From an optimization exercise on the open Yosys and OpenROAD flow, aimed at a short achievable clock period and few clock cycles; shortcuts taken in it are not production practice.
Where RTL was checked, it was by simulation tests only, not by an equivalence proof against the original.
For run 2, only the layout was checked, not whether the RTL still works.
Power and IR drop assume default switching activity.

===== run.sh =====
#!/bin/bash
# synth_recipe.tcl (not shown) runs the flow's synth.tcl, then flattens the netlist and writes it again
# the make line also repeats each setting of config.mk as NAME=value (left out here)
make -C /OpenROAD-flow-scripts/flow DESIGN_CONFIG=/design/flow/config.mk WORK_HOME=/design/flow/orfs CLKGATE_MAP_FILE= SYNTH_SCRIPT=/design/flow/synth_recipe.tcl finish

===== config.mk =====
export PLATFORM = sky130hd
export DESIGN_NAME = moldudp64_rx_top
export DESIGN_NICKNAME = moldudp64_rx_top
export VERILOG_FILES = /design/flow/design.v
export SDC_FILE = /design/flow/constraint.sdc
export NUM_CORES = 4
export LEC_CHECK = 0
export CAP_MARGIN = 20
export CORE_MARGIN = 2
export CORE_UTILIZATION = 40
export SLEW_MARGIN = 20

===== constraint.sdc =====
create_clock -name core_clock -period 6.5 [get_ports {clk}]
set_input_delay 1.3000 -clock core_clock [delete_from_list [all_inputs] [get_ports {clk}]]
set_output_delay 1.3000 -clock core_clock [all_outputs]
set_load 0.01 [all_outputs]

===== design.v =====
`default_nettype none
package mold_pkg;
	typedef struct packed {
		logic                    valid;
		logic                    last;
		logic [8-1:0] keep;
		logic [64-1:0] data;
	} axis_beat_t;
	typedef struct packed {
		logic [80-1:0] sid;
		logic [64-1:0] seq;
		logic [16-1:0]  msg_cnt;
	} mold_header_t;
	typedef struct packed {
		logic [4-1:0]  cnt;
		logic [64-1:0] data;
	} byte_push_t;
	typedef struct packed {
		logic                    valid;
		logic                    start;
		logic                    last;
		logic [8-1:0] mask;
		logic [64-1:0] data;
	} mold_word_t;
	typedef struct packed {
		logic [80-1:0] sid;
		logic [64-1:0] seq;
	} mold_id_t;
endpackage
`default_nettype wire
`timescale 1ns/1ps
`default_nettype none
module moldudp64_rx
(
	input  wire        clk,
	input  wire        nreset,
	input  mold_pkg::axis_beat_t udp_axis_i,
	output logic       udp_axis_tready_o,
	output mold_pkg::mold_word_t mold_msg_o,
	output mold_pkg::mold_id_t   mold_id_o
);
localparam int NB = 8;    
localparam int NP = 4;     
localparam int BCW = 4;   
localparam int PCW = 3;   
localparam logic [1:0] M_PKT  = 2'd0;
localparam logic [1:0] M_LEN  = 2'd1;
localparam logic [1:0] M_BODY = 2'd2;
localparam logic [1:0] M_ZERO = 2'd3;
logic        tready_q;
logic        in_v_q;
logic        in_last_q;
logic [63:0] in_d_q;
always_ff @(posedge clk) begin
	if (!nreset)
		in_v_q <= 1'b0;
	else
		in_v_q <= udp_axis_i.valid & tready_q;
	in_d_q    <= udp_axis_i.data;
	in_last_q <= udp_axis_i.last;
end
assign udp_axis_tready_o = tready_q;
logic [1:0]  bidx_q;
logic [63:0] sid_hi_q;
logic [15:0] sid_lo_q;
logic [47:0] seq_hi_q;
logic [15:0] hdr_cnt;
logic        hdr_hb;
logic        push_b;
logic        push_p;
function automatic logic [7:0] in_byte(input logic [63:0] d, input int i);
	in_byte = d[8*i +: 8];
endfunction
assign hdr_cnt = {in_byte(in_d_q, 2), in_byte(in_d_q, 3)};
assign hdr_hb  = (hdr_cnt == 16'h0000) | (hdr_cnt == 16'hffff);
assign push_p  = in_v_q & (bidx_q == 2'd2) & ~hdr_hb;
assign push_b  = in_v_q & ((bidx_q == 2'd3) | ((bidx_q == 2'd2) & ~hdr_hb));
always_ff @(posedge clk) begin
	if (!nreset) begin
		bidx_q <= 2'd0;
	end else if (in_v_q) begin
		if (in_last_q)
			bidx_q <= 2'd0;
		else if (bidx_q != 2'd3)
			bidx_q <= bidx_q + 2'd1;
	end
end
always_ff @(posedge clk) begin
	if (in_v_q && bidx_q == 2'd0)
		for (int i = 0; i < 8; i++) sid_hi_q[8*(7-i) +: 8] <= in_byte(in_d_q, i);
	if (in_v_q && bidx_q == 2'd1) begin
		sid_lo_q <= {in_byte(in_d_q, 0), in_byte(in_d_q, 1)};
		for (int i = 0; i < 6; i++) seq_hi_q[8*(5-i) +: 8] <= in_byte(in_d_q, 2 + i);
	end
end
logic [79:0] pq_sid [NP];
logic [63:0] pq_seq [NP];
logic [15:0] pq_cnt [NP];
logic        pq_one [NP];
logic [PCW-1:0] pc_q, pc_next, pc_wr;
logic        pop_p;
assign pc_wr   = pc_q - {{(PCW-1){1'b0}}, pop_p};
assign pc_next = pc_wr + {{(PCW-1){1'b0}}, push_p};
always_ff @(posedge clk) begin
	for (int i = 0; i < NP; i++) begin
		if (push_p && pc_wr == i[PCW-1:0]) begin
			pq_sid[i] <= {sid_hi_q, sid_lo_q};
			pq_seq[i] <= {seq_hi_q, in_byte(in_d_q, 0), in_byte(in_d_q, 1)};
			pq_cnt[i] <= hdr_cnt;
			pq_one[i] <= (hdr_cnt == 16'd1);
		end else if (pop_p && i + 1 < NP) begin
			pq_sid[i] <= pq_sid[i + 1];
			pq_seq[i] <= pq_seq[i + 1];
			pq_cnt[i] <= pq_cnt[i + 1];
			pq_one[i] <= pq_one[i + 1];
		end
	end
end
logic [63:0] bq [NB];
logic [BCW-1:0] bc_q, bc_next, bc_wr;
logic [1:0]  pop_b;
assign bc_wr   = bc_q - {{(BCW-2){1'b0}}, pop_b};
assign bc_next = bc_wr + {{(BCW-1){1'b0}}, push_b};
always_ff @(posedge clk) begin
	for (int i = 0; i < NB; i++) begin
		if (push_b && bc_wr == i[BCW-1:0])
			bq[i] <= in_d_q;
		else if (pop_b == 2'd1 && i + 1 < NB)
			bq[i] <= bq[i + 1];
		else if (pop_b == 2'd2 && i + 2 < NB)
			bq[i] <= bq[i + 2];
	end
end
always_ff @(posedge clk) begin
	if (!nreset) begin
		bc_q     <= '0;
		pc_q     <= '0;
		tready_q <= 1'b1;
	end else begin
		bc_q     <= bc_next;
		pc_q     <= pc_next;
		tready_q <= (bc_next <= BCW'(NB - 2)) && (pc_next <= PCW'(NP - 2));
	end
end
logic [191:0] win;
logic [2:0]   v;
logic [7:0]   wbyte [24];
assign win = {bq[2], bq[1], bq[0]};
assign v   = {bc_q >= BCW'(3), bc_q >= BCW'(2), bc_q >= BCW'(1)};
always_comb for (int i = 0; i < 24; i++) wbyte[i] = win[8*i +: 8];
logic [1:0]  mode_q, mode_n;
logic [2:0]  o_q, o_n;
logic [3:0]  e_q, e_n;
logic [15:0] rem_q, rem_n;
logic        last_q, last_n;
logic        first_q, first_n;
logic [7:0]  lmask_q, lmask_n;
logic [15:0] cnt_q, cnt_n;
logic        one_q, one_n;
logic [63:0] seq_q, seq_n;
logic [79:0] sid_q, sid_n;
logic        emit, step, ld, ldpkt;
logic [4:0]  lpos;
logic [15:0] lval;
logic [2:0]  lcnt;
logic [2:0]  kpk;
assign pop_p = ldpkt;
always_comb begin
	kpk = 3'(((e_q - 4'd1) >> 3) + 4'd1);
	emit  = 1'b0;
	step  = 1'b0;
	ld    = 1'b0;
	ldpkt = 1'b0;
	pop_b = 2'd0;
	lpos  = 5'd0;
	mode_n  = mode_q;
	o_n     = o_q;
	e_n     = e_q;
	rem_n   = rem_q;
	last_n  = last_q;
	first_n = first_q;
	lmask_n = lmask_q;
	cnt_n   = cnt_q;
	one_n   = one_q;
	seq_n   = seq_q;
	sid_n   = sid_q;
	case (mode_q)
		M_PKT: if (v[0] && pc_q != '0) begin
			ldpkt = 1'b1;
			ld    = 1'b1;
			lpos  = 5'd4;
		end
		M_LEN: if (o_q == 3'd7 ? v[1] : v[0]) begin
			ld    = 1'b1;
			lpos  = {2'b00, o_q};
			pop_b = (o_q >= 3'd6) ? 2'd1 : 2'd0;
		end
		M_ZERO: begin
			step = 1'b1;
			if (one_q) begin
				pop_b  = (o_q != 3'd0) ? 2'd1 : 2'd0;
				mode_n = M_PKT;
			end else begin
				mode_n = M_LEN;
			end
		end
		default: if (last_q ? (e_q > 4'd8 ? v[1] : v[0]) : (o_q != 3'd0 ? v[1] : v[0])) begin
			emit    = 1'b1;
			first_n = 1'b0;
			if (!last_q) begin
				pop_b  = 2'd1;
				rem_n  = rem_q - 16'd8;
				last_n = (rem_q <= 16'd16);
			end else begin
				step = 1'b1;
				if (one_q) begin
					pop_b = kpk[1:0];
					if (v[kpk] && pc_q != '0) begin
						ldpkt = 1'b1;
						ld    = 1'b1;
						lpos  = 5'd4 + {kpk[1:0], 3'b000};
					end else begin
						mode_n = M_PKT;
					end
				end else if (v[(5'(e_q) + 5'd1) >> 3]) begin
					ld    = 1'b1;
					lpos  = {1'b0, e_q};
					pop_b = 2'((5'(e_q) + 5'd2) >> 3);
				end else begin
					pop_b  = 2'(e_q >> 3);
					o_n    = e_q[2:0];
					mode_n = M_LEN;
				end
			end
		end
	endcase
	lval = {wbyte[lpos], wbyte[lpos + 5'd1]};
	lcnt = lval[2:0];
	if (step) begin
		seq_n = seq_q + 64'd1;
		cnt_n = cnt_q - 16'd1;
		one_n = (cnt_q == 16'd2);
	end
	if (ldpkt) begin
		sid_n = pq_sid[0];
		seq_n = pq_seq[0];
		cnt_n = pq_cnt[0];
		one_n = pq_one[0];
	end
	if (ld) begin
		o_n     = lpos[2:0] + 3'd2;
		e_n     = {1'b0, o_n} + ((lcnt == 3'd0) ? 4'd8 : {1'b0, lcnt});
		rem_n   = lval;
		last_n  = (lval <= 16'd8);
		first_n = 1'b1;
		for (int i = 0; i < 8; i++)
			lmask_n[i] = (lcnt == 3'd0) || (3'(i) < lcnt);
		mode_n  = (lval == 16'd0) ? M_ZERO : M_BODY;
	end
end
always_ff @(posedge clk) begin
	if (!nreset)
		mode_q <= M_PKT;
	else
		mode_q <= mode_n;
	o_q     <= o_n;
	e_q     <= e_n;
	rem_q   <= rem_n;
	last_q  <= last_n;
	first_q <= first_n;
	lmask_q <= lmask_n;
	cnt_q   <= cnt_n;
	one_q   <= one_n;
	seq_q   <= seq_n;
	sid_q   <= sid_n;
end
logic [63:0] word;
always_comb for (int j = 0; j < 8; j++) word[8*j +: 8] = wbyte[{2'b00, o_q} + 5'(j)];
always_ff @(posedge clk) begin
	if (!nreset)
		mold_msg_o.valid <= 1'b0;
	else
		mold_msg_o.valid <= emit;
	mold_msg_o.start <= first_q;
	mold_msg_o.last  <= last_q;
	mold_msg_o.mask  <= last_q ? lmask_q : 8'hff;
	mold_msg_o.data  <= word;
	mold_id_o.sid    <= sid_q;
	mold_id_o.seq    <= seq_q;
end
endmodule
`default_nettype wire
`timescale 1ns/1ps
`default_nettype none
module moldudp64_rx_top
(
	input  wire        clk,
	input  wire        nreset,
	input  wire        s_tvalid,
	input  wire        s_tlast,
	input  wire [7:0]  s_tkeep,
	input  wire [63:0] s_tdata,
	output logic       s_tready,
	output logic       msg_valid,
	output logic       msg_start,
	output logic       msg_last,
	output logic [7:0] msg_mask,
	output logic [63:0] msg_data,
	output logic [79:0] msg_sid,
	output logic [63:0] msg_seq
);
mold_pkg::axis_beat_t beat;
mold_pkg::mold_word_t word;
mold_pkg::mold_id_t   id;
assign beat.valid = s_tvalid;
assign beat.last  = s_tlast;
assign beat.keep  = s_tkeep;
assign beat.data  = s_tdata;
moldudp64_rx u_rx (
	.clk              (clk),
	.nreset           (nreset),
	.udp_axis_i       (beat),
	.udp_axis_tready_o(s_tready),
	.mold_msg_o       (word),
	.mold_id_o        (id)
);
assign msg_valid = word.valid;
assign msg_start = word.start;
assign msg_last  = word.last;
assign msg_mask  = word.mask;
assign msg_data  = word.data;
assign msg_sid   = id.sid;
assign msg_seq   = id.seq;
endmodule
`default_nettype wire

==> results of run 1 <==
cells in the final DEF, fill, tap and decap left out, types with 53 or more instances in the layout:
master / count
nand3_1: 117
nand2_1: 602
o21ai_0: 459
dfxtp_1: 298
clkdlybuf4s50_1: 287
clkbuf_16: 187
mux2i_1: 474
mux2_2: 580
xnor2_1: 53
a21oi_1: 276
nor2_1: 288
edfxtp_1: 1477
a22oi_1: 57
buf_4: 197
area by class of cell:
| type | count | area [µm²] | share of cell area |
|---|---|---|---|
| repair buffers | 521 | 5084 | 0.05583 |
| flip-flops and latches | 1775 | 50320 | 0.5526 |
| well taps | 2624 | 3283 | 0.03606 |
| clock buffers | 241 | 4922 | 0.05406 |
| diodes | 5 | 12.51 | 0.0001374 |
| clock inverters | 96 | 989.7 | 0.01087 |
| multi-input cells | 3630 | 26240 | 0.2882 |
| inverters | 51 | 198.9 | 0.002185 |
worst max-delay path, cell delays in order (launching register included):
cell and delay, ns:
edfxtp_1 0.50, nand2_1 0.14, inv_1 0.07, ha_1 0.19, nand2b_1 0.21, nand2_1 0.17, nand4_1 0.35, nand2_1 0.40
ha_1 0.32, o2111ai_1 0.17, or2_2 0.35, a22oi_1 0.44, a21oi_1 0.12, buf_4 0.24, a221oi_1 0.50, o221ai_4 0.30
buf_4 0.28, o32ai_4 0.32, inv_1 0.18, ha_1 0.35, a21oi_1 0.16, xor2_1 0.08
worst max path at each step:
stage,end,slack (ns)
final,u_rx.e_q[3],0.39
after global placement,u_rx.e_q[3],0.65
after floorplan,u_rx.pq_cnt[3][0],-0.46
after detailed placement,u_rx.e_q[3],0.56
after CTS,u_rx.e_q[3],0.51
after global routing,u_rx.e_q[3],0.05
Yosys cell counts (all sizes together), types with 8 or more instances:
| cell type | n |
|---|---|
| a222oi | 28 |
| buf | 66 |
| a221o | 10 |
| mux2i | 474 |
| nor4 | 24 |
| o32ai | 8 |
| and3 | 45 |
| nand4 | 30 |
| nor2 | 292 |
| and2 | 25 |
| mux2 | 580 |
| o21a | 9 |
| a22o | 21 |
| a21oi | 280 |
| o21ai | 463 |
| ha | 32 |
| nor3 | 56 |
| a311oi | 9 |
| clkbuf | 398 |
| xor2 | 41 |
| edfxtp | 1477 |
| a32o | 11 |
| a22oi | 57 |
| o211ai | 19 |
| a221oi | 45 |
| a211oi | 18 |
| nand2 | 609 |
| a32oi | 20 |
| xnor2 | 56 |
| inv | 50 |
| nand3 | 119 |
| nand2b | 18 |
| nor2b | 11 |
| a31oi | 47 |
| dfxtp | 298 |
| mux4 | 28 |
| o22ai | 24 |
sequential cells by signal, summed over array words and instances, names as in the netlist, 4 cells and up:
signal / count
u_rx.pq_one: 4
u_rx.bc_q: 4
u_rx.lmask_q: 8
u_rx.e_q: 4
u_rx.seq_hi_q: 48
u_rx.sid_q: 80
u_rx.pq_seq: 256
u_rx.cnt_q: 16
u_rx.sid_hi_q: 64
u_rx.mold_msg_o: 75
u_rx.pq_sid: 320
u_rx.in_d_q: 64
u_rx.rem_q: 16
u_rx.mold_id_o: 144
u_rx.pq_cnt: 64
u_rx.seq_q: 64
u_rx.sid_lo_q: 16
u_rx.bq: 512
power by group:
group | switching (mW) | internal, mW
combinational | 0.0770 | 0.0550
sequential | 0.144 | 12.2
clock | 4.59 | 5.82
total | 4.81 | 18.1
per-stage QoR:
step | utilization | power, mW | std cells
after detailed placement | 0.4370 | 12.75 | 8601
after global routing | 0.4674 | 23.58 | 8939
final | 0.4674 | 22.92 | 8943
after global placement | 0.4370 | 12.75 | 8601
after floorplan | - | 12.56 | 5920
after CTS | 0.4673 | 23.15 | 8938
cell families after synthesis:
kind of cell    share of synthesized area
simple gates                      0.07079
other cells                    0.00004790
xor+xnor                          0.01109
compound gates                    0.09205
flops                              0.6428
fa+ha+maj                        0.005626
mux                                0.1521
buf+inv                           0.02552
per-layer routing:
layer	vias up	track usage
met3	493	0.04808
met4	0	0.08249
li1	22870	-
met2	2302	0.3750
met1	25950	0.3577
met5	-	0
==> flow_metrics.env, run 1 <==
export IMPL_outcome="no timing/DRC/antenna violations"
export IMPL_slew_violations=0
export IMPL_wl_met2_um=111200
export IMPL_insertion_delay_ns=0.86
export IMPL_ios=296
export IMPL_criticalPathCategory="reg2reg"
export IMPL_track_usage=0.2482
export IMPL_cts_setup_buffers=0
export IMPL_cp_arrival_ns=6.67
export IMPL_p_per_area_nw_per_um2=251.7
export IMPL_synth_seq_area_share=0.6428
export IMPL_cts_buffers=183
export IMPL_synth_area_um2=78280
export IMPL_setup_slack_ns=0.3923
export IMPL_dr_pass1_iters=9
export IMPL_synth_edff_count=1477
export IMPL_place_congestion=0.9878
export IMPL_finalHoldViolCount=0
export IMPL_clockRootBuffer="clkbuf_16"
export IMPL_wl_per_cell_um=28.11
export IMPL_via_per_inst=5.772
export IMPL_startpoint_type="flip-flop"
export IMPL_reg2reg_slack_ns=0.39
export IMPL_max_slew_margin=0.1563
export IMPL_drc=0
export IMPL_cts_buffer_depth=3
export IMPL_port_buffers=287
export IMPL_finalInstanceArea_um2=91050
export IMPL_yosysTopAreaCell="edfxtp_1"
export IMPL_min_path_cells=0
export IMPL_fin_crit_ns=6.108
export IMPL_fmax_mhz=163.7
export IMPL_place_area_um2=85120
export IMPL_drive_gt1_frac=0.1869
export IMPL_finalNetCount=6272
export IMPL_min_period_over_period=0.9397
export IMPL_postCtsHoldBufs=0
export IMPL_post_place_ws_ns=0.5648
export IMPL_hold_end="u_rx.mold_id_o[88]"
export IMPL_synth_top_area_frac=0.5666
export IMPL_startpoint="u_rx.o_q[1]"
export IMPL_area_delta_synth_final_pct=16.31
export IMPL_rows=162
export IMPL_start_util=0.4019
export IMPL_crit_fanout=17
export IMPL_path_clk_slew_ns=0.07
export IMPL_grt_pass1_wl_um=362100
export IMPL_postSynthCellCount=5920
export IMPL_min_from="u_rx.sid_q[24]"
export IMPL_cts_resized=0
export IMPL_fill_cells=17150
export IMPL_ant_nets=0
export IMPL_wl_um=251400
export IMPL_rsz0062_at_grt="false"
export IMPL_place_hpwl_um=165100
export IMPL_cp_end_kind="flip-flop"
export IMPL_reg2reg_depth=21
export IMPL_ir_drop_mv=0.1862
export IMPL_die_w_um=446.4
export IMPL_wl_met3_um=19840
export IMPL_synth_ff_latch_count=1775
export IMPL_reg2reg_from="u_rx.o_q[1]"
export IMPL_cts_tree="built"
export IMPL_coreArea_um2=194800
export IMPL_die_area_um2=199300
export IMPL_grt_pass1_vias=49980
export IMPL_setup_violations=0
export IMPL_drt_met1_wl_um=111800
export IMPL_fin_worst_skew_ns=0.05947
export IMPL_num_vias=51620
export IMPL_clock_sinks=1775
export IMPL_syn_nets=6030
export IMPL_power_leakage_nw=29.39
export IMPL_grt_max_degree=169
export IMPL_worst_hold_slack_ns=0.3291
export IMPL_drt_iter0_markers=6005
export IMPL_maxCapViolCount=0
export IMPL_die_h_um=446.4
export IMPL_synth_area_leaders="edfxtp_1 57%, mux2_2 8.3%, dfxtp_1 7.6%"
export IMPL_antenna_found_initial=28
export IMPL_r2r_end="u_rx.e_q[3]"
export IMPL_syn_area_per_cell_um2=13.22
export IMPL_grt_remaining_overflow=0
export IMPL_synth_distinct_cells=101
export IMPL_worst_pin_slew_ns=1.261
export IMPL_cp_required_ns=7.07
export IMPL_async_reset_ff_frac=0
export IMPL_topRoutingLayerUsed="met4"
export IMPL_h_tree_depth=4
export IMPL_fin_setup_tns_ns=0
export IMPL_hold_class="reg2reg"
export IMPL_yosysWarnings=7
export IMPL_synthFlopType="edfxtp_1"
Testbench counts, summed over its fixed seeds: cycles 14,978.
==> inputs of run 2 (changes only) <==
--- a/design.v
+++ b/design.v
@@ -41,8 +41,8 @@
 );
 localparam int NB = 8;    
 localparam int NP = 4;     
-localparam int BCW = 4;   
-localparam int PCW = 3;   
+localparam int BCW = $clog2(NB + 1);
+localparam int PCW = $clog2(NP + 1);
 localparam logic [1:0] M_PKT  = 2'd0;
 localparam logic [1:0] M_LEN  = 2'd1;
 localparam logic [1:0] M_BODY = 2'd2;
==> flow_metrics.env, run 2 <==
export IMPL_outcome="no timing/DRC/antenna violations"
export IMPL_ios=296
export IMPL_syn_area_per_cell_um2=13.22
export IMPL_final_cell_mix="1477 x edfxtp_1, 602 x nand2_1, 580 x mux2_2"
export IMPL_ant_nets=0
export IMPL_power_mw=22.92
export IMPL_startpoint_type="flip-flop"
export IMPL_drt_iter0_markers=6005
export IMPL_synth_common_cells="1477 x edfxtp_1, 609 x nand2_1, 580 x mux2_2, 474 x mux2i_1, 460 x o21ai_0"
export IMPL_cts_tree="built"
export IMPL_power_leakage_nw=29.39
export IMPL_synth_top_area_frac=0.5666
export IMPL_min_path_cells=0
export IMPL_r2r_end="u_rx.e_q[3]"
export IMPL_synth_ff_latch_count=1775
export IMPL_insertion_delay_ns=0.86
export IMPL_synth_area_um2=78280
export IMPL_hold_end="u_rx.mold_id_o[88]"
export IMPL_fmax_mhz=163.7
export IMPL_port_buffers=287
export IMPL_synth_area_leaders="edfxtp_1 57%, mux2_2 8.3%, dfxtp_1 7.6%"
export IMPL_top_register="u_rx.bq"
export IMPL_ir_drop_mv=0.1862
export IMPL_async_reset_ff_frac=0
export IMPL_cp_slowest_cell="edfxtp_1"
export IMPL_die_h_um=446.4
export IMPL_clockRootBuffer="clkbuf_16"
export IMPL_track_usage=0.2482
export IMPL_coreArea_um2=194800
export IMPL_p_per_area_nw_per_um2=251.7
export IMPL_via_per_inst=5.772
export IMPL_worst_pin_slew_ns=1.261
export IMPL_dr_pass1_iters=9
export IMPL_postCtsHoldBufs=0
export IMPL_maxCapViolCount=0
export IMPL_grt_remaining_overflow=0
export IMPL_reg2reg_depth=21
export IMPL_drc=0
export IMPL_antenna_found_initial=28
export IMPL_cts_setup_buffers=0
export IMPL_fin_setup_tns_ns=0
export IMPL_clock_sinks=1775
export IMPL_fin_crit_ns=6.108
export IMPL_largest_register_ffs=512
export IMPL_reg2reg_slack_ns=0.39
export IMPL_finalNetCount=6272
export IMPL_hold_class="reg2reg"
export IMPL_cts_buffer_depth=3
export IMPL_min_from="u_rx.sid_q[24]"
export IMPL_rows=162
export IMPL_criticalPathCategory="reg2reg"
export IMPL_yosysTopAreaCell="edfxtp_1"
export IMPL_wl_per_cell_um=28.11
export IMPL_die_area_um2=199300
export IMPL_start_util=0.4019
export IMPL_synth_seq_area_share=0.6428
export IMPL_grt_max_degree=169
export IMPL_place_hpwl_um=165100
export IMPL_syn_nets=6030
export IMPL_drive_gt1_frac=0.1869
export IMPL_synth_edff_count=1477
export IMPL_yosysWarnings=7
export IMPL_synth_distinct_cells=101
export IMPL_reg2reg_from="u_rx.o_q[1]"
export IMPL_synth_most_common_cell="edfxtp_1"
export IMPL_num_vias=51620
export IMPL_die_w_um=446.4
export IMPL_cpPeakStageDelay_ns=0.50
export IMPL_crit_chain="nand2_1 > inv_1 > ha_1 > nand2b_1 > nand2_1 > nand4_1 > nand2_1 > ha_1 > o2111ai_1 > or2_2 > a22oi_1 > a21oi_1 > buf_4 > a221oi_1 > o221ai_4 > buf_4 > o32ai_4 > inv_1 > ha_1 > a21oi_1 > xor2_1"
export IMPL_cp_top_family="compound AO/OA/AOI/OAI gates"
export IMPL_grt_pass1_wl_um=362100
export IMPL_wl_um=251400
export IMPL_slew_violations=0
export IMPL_rsz0062_at_grt="false"
export IMPL_h_tree_depth=4
export IMPL_cts_resized=0
export IMPL_cp_end_kind="flip-flop"
export IMPL_setup_violations=0
export IMPL_area_delta_synth_final_pct=16.31
export IMPL_path_buf_inv=4
export IMPL_min_period_over_period=0.9397
export IMPL_grt_pass1_vias=49980
export IMPL_synthFlopType="edfxtp_1"
export IMPL_cts_buffers=183
export IMPL_max_slew_margin=0.1563
export IMPL_finalHoldViolCount=0
export IMPL_crit_fanout=17
export IMPL_top_regs="u_rx.bq: 512 flops, u_rx.pq_sid: 320 flops, u_rx.pq_seq: 256 flops"
export IMPL_cp_arrival_ns=6.67
export IMPL_cp_required_ns=7.07
export IMPL_path_depth=21
export IMPL_layout_commonest_cell="edfxtp_1"
export IMPL_place_congestion=0.9878
export IMPL_path_clk_slew_ns=0.07
export IMPL_fin_worst_skew_ns=0.05947
export IMPL_postSynthCellCount=5920
-- run 2: cell counts in the layout (fill, tap and decap cells not counted) --
Identical to the previous run, type by type.
-- run 2: worst reg2reg max path, delay by kind of cell (launching register included) --
family / cells / cell delay (ns)
AOI/OAI and AO/OA: 7 / 2.02
xor gates and xnor gates: 1 / 0.08
adders and majority gates: 3 / 0.86
buffers and inverters: 4 / 0.78
DFF: 1 / 0.50
and+or+nand+nor: 6 / 1.62
-- run 2: worst max-delay path by stage --
stage	start	end	slack, ns
global placement	u_rx.o_q[1]	u_rx.e_q[3]	0.65
finish	u_rx.o_q[1]	u_rx.e_q[3]	0.39
detailed placement	u_rx.o_q[1]	u_rx.e_q[3]	0.56
global route	u_rx.o_q[1]	u_rx.e_q[3]	0.05
CTS	u_rx.o_q[1]	u_rx.e_q[3]	0.51
floorplan	u_rx.bc_q[3]	u_rx.pq_cnt[3][0]	-0.46
-- run 2: power by group --
part	leakage, nW	switching [mW]	internal (mW)	total (mW)
combinational	10.7	0.0770	0.0550	0.132
clock	2.88	4.59	5.82	10.4
sequential	15.8	0.144	12.2	12.4
-- run 2: cells by family (layout without fill, tap and decap cells) --
kind of cell    after synthesis  in the layout  share of synthesized area
flops                      1775           1775                     0.6428
simple gates               1266           1266                    0.07079
compound gates             1150           1150                    0.09205
mux                        1082           1082                     0.1521
buf+inv                     515            909                    0.02552
xor+xnor                     97             97                    0.01109
fa+ha+maj                    34             34                   0.005626
other cells                   1              6                 0.00004790
-- run 2: metal layers --
| metal | global-route usage | share of wire |
|---|---|---|
| met2 | 0.3750 | 0.44 |
| met3 | 0.04808 | 0.079 |
| met4 | 0.08249 | 0.034 |
| met5 | 0 | 0 |
| met1 | 0.3577 | 0.44 |
-- run 2: cell type report --
| cell class | instances | area, µm² |
|---|---|---|
| clock buffer | 241 | 4922 |
| timing repair buffer | 521 | 5084 |
| inverter | 51 | 198.9 |
| clock inverter | 96 | 989.7 |
| tap | 2624 | 3283 |
| fill | 17150 | 103700 |
| sequential | 1775 | 50320 |
| antenna | 5 | 12.51 |
| multi-input combinational | 3630 | 26240 |
-- run 2: stage by stage --
stage | worst slack (ns) | hold slack (ns) | util | area [µm²] | instances
after floorplan | -0.4614 | 0.3233 | - | 78440 | 5920
after detailed placement | 0.5648 | 0.3269 | 0.4370 | 85120 | 8601
after global placement | 0.6480 | 0.3266 | 0.4370 | 85120 | 8601
final | 0.3923 | 0.3291 | 0.4674 | 91050 | 8943
after CTS | 0.5111 | 0.3219 | 0.4673 | 91030 | 8938
after global routing | 0.04607 | 0.3383 | 0.4674 | 91040 | 8939

re-timing with driven ports:
Ports are ideal in the flow. The routed layouts listed here were re-timed in OpenROAD.
Step 1 sets driving cells, clkbuf_16 on the clock port and buf_2 on the other inputs (assumed; they add their load-dependent delay and slew).
Step 2, shift: input delay + t, output delay - t, t = (earliest + latest rising clock arrival at the registers) / 2. This alone moves slack from input paths to output paths.
Slacks: no drivers / after step 1 / after step 2; pairs: no drivers / after step 1.
run | shift t [ns] | setup slack, ns | worst hold slack (ns) | slew at the worst register clock pin (ns) | cell pins on the clock port's net
run 1 | 0.914 | 0.392 / 0.392 / 0.392 | 0.329 / 0.329 / 0.329 | 0.08 / 0.08 | 1
run 2 | 0.914 | 0.392 / 0.392 / 0.392 | 0.329 / 0.329 / 0.329 | 0.08 / 0.08 | 1
After both steps setup and hold are still met in every run listed.
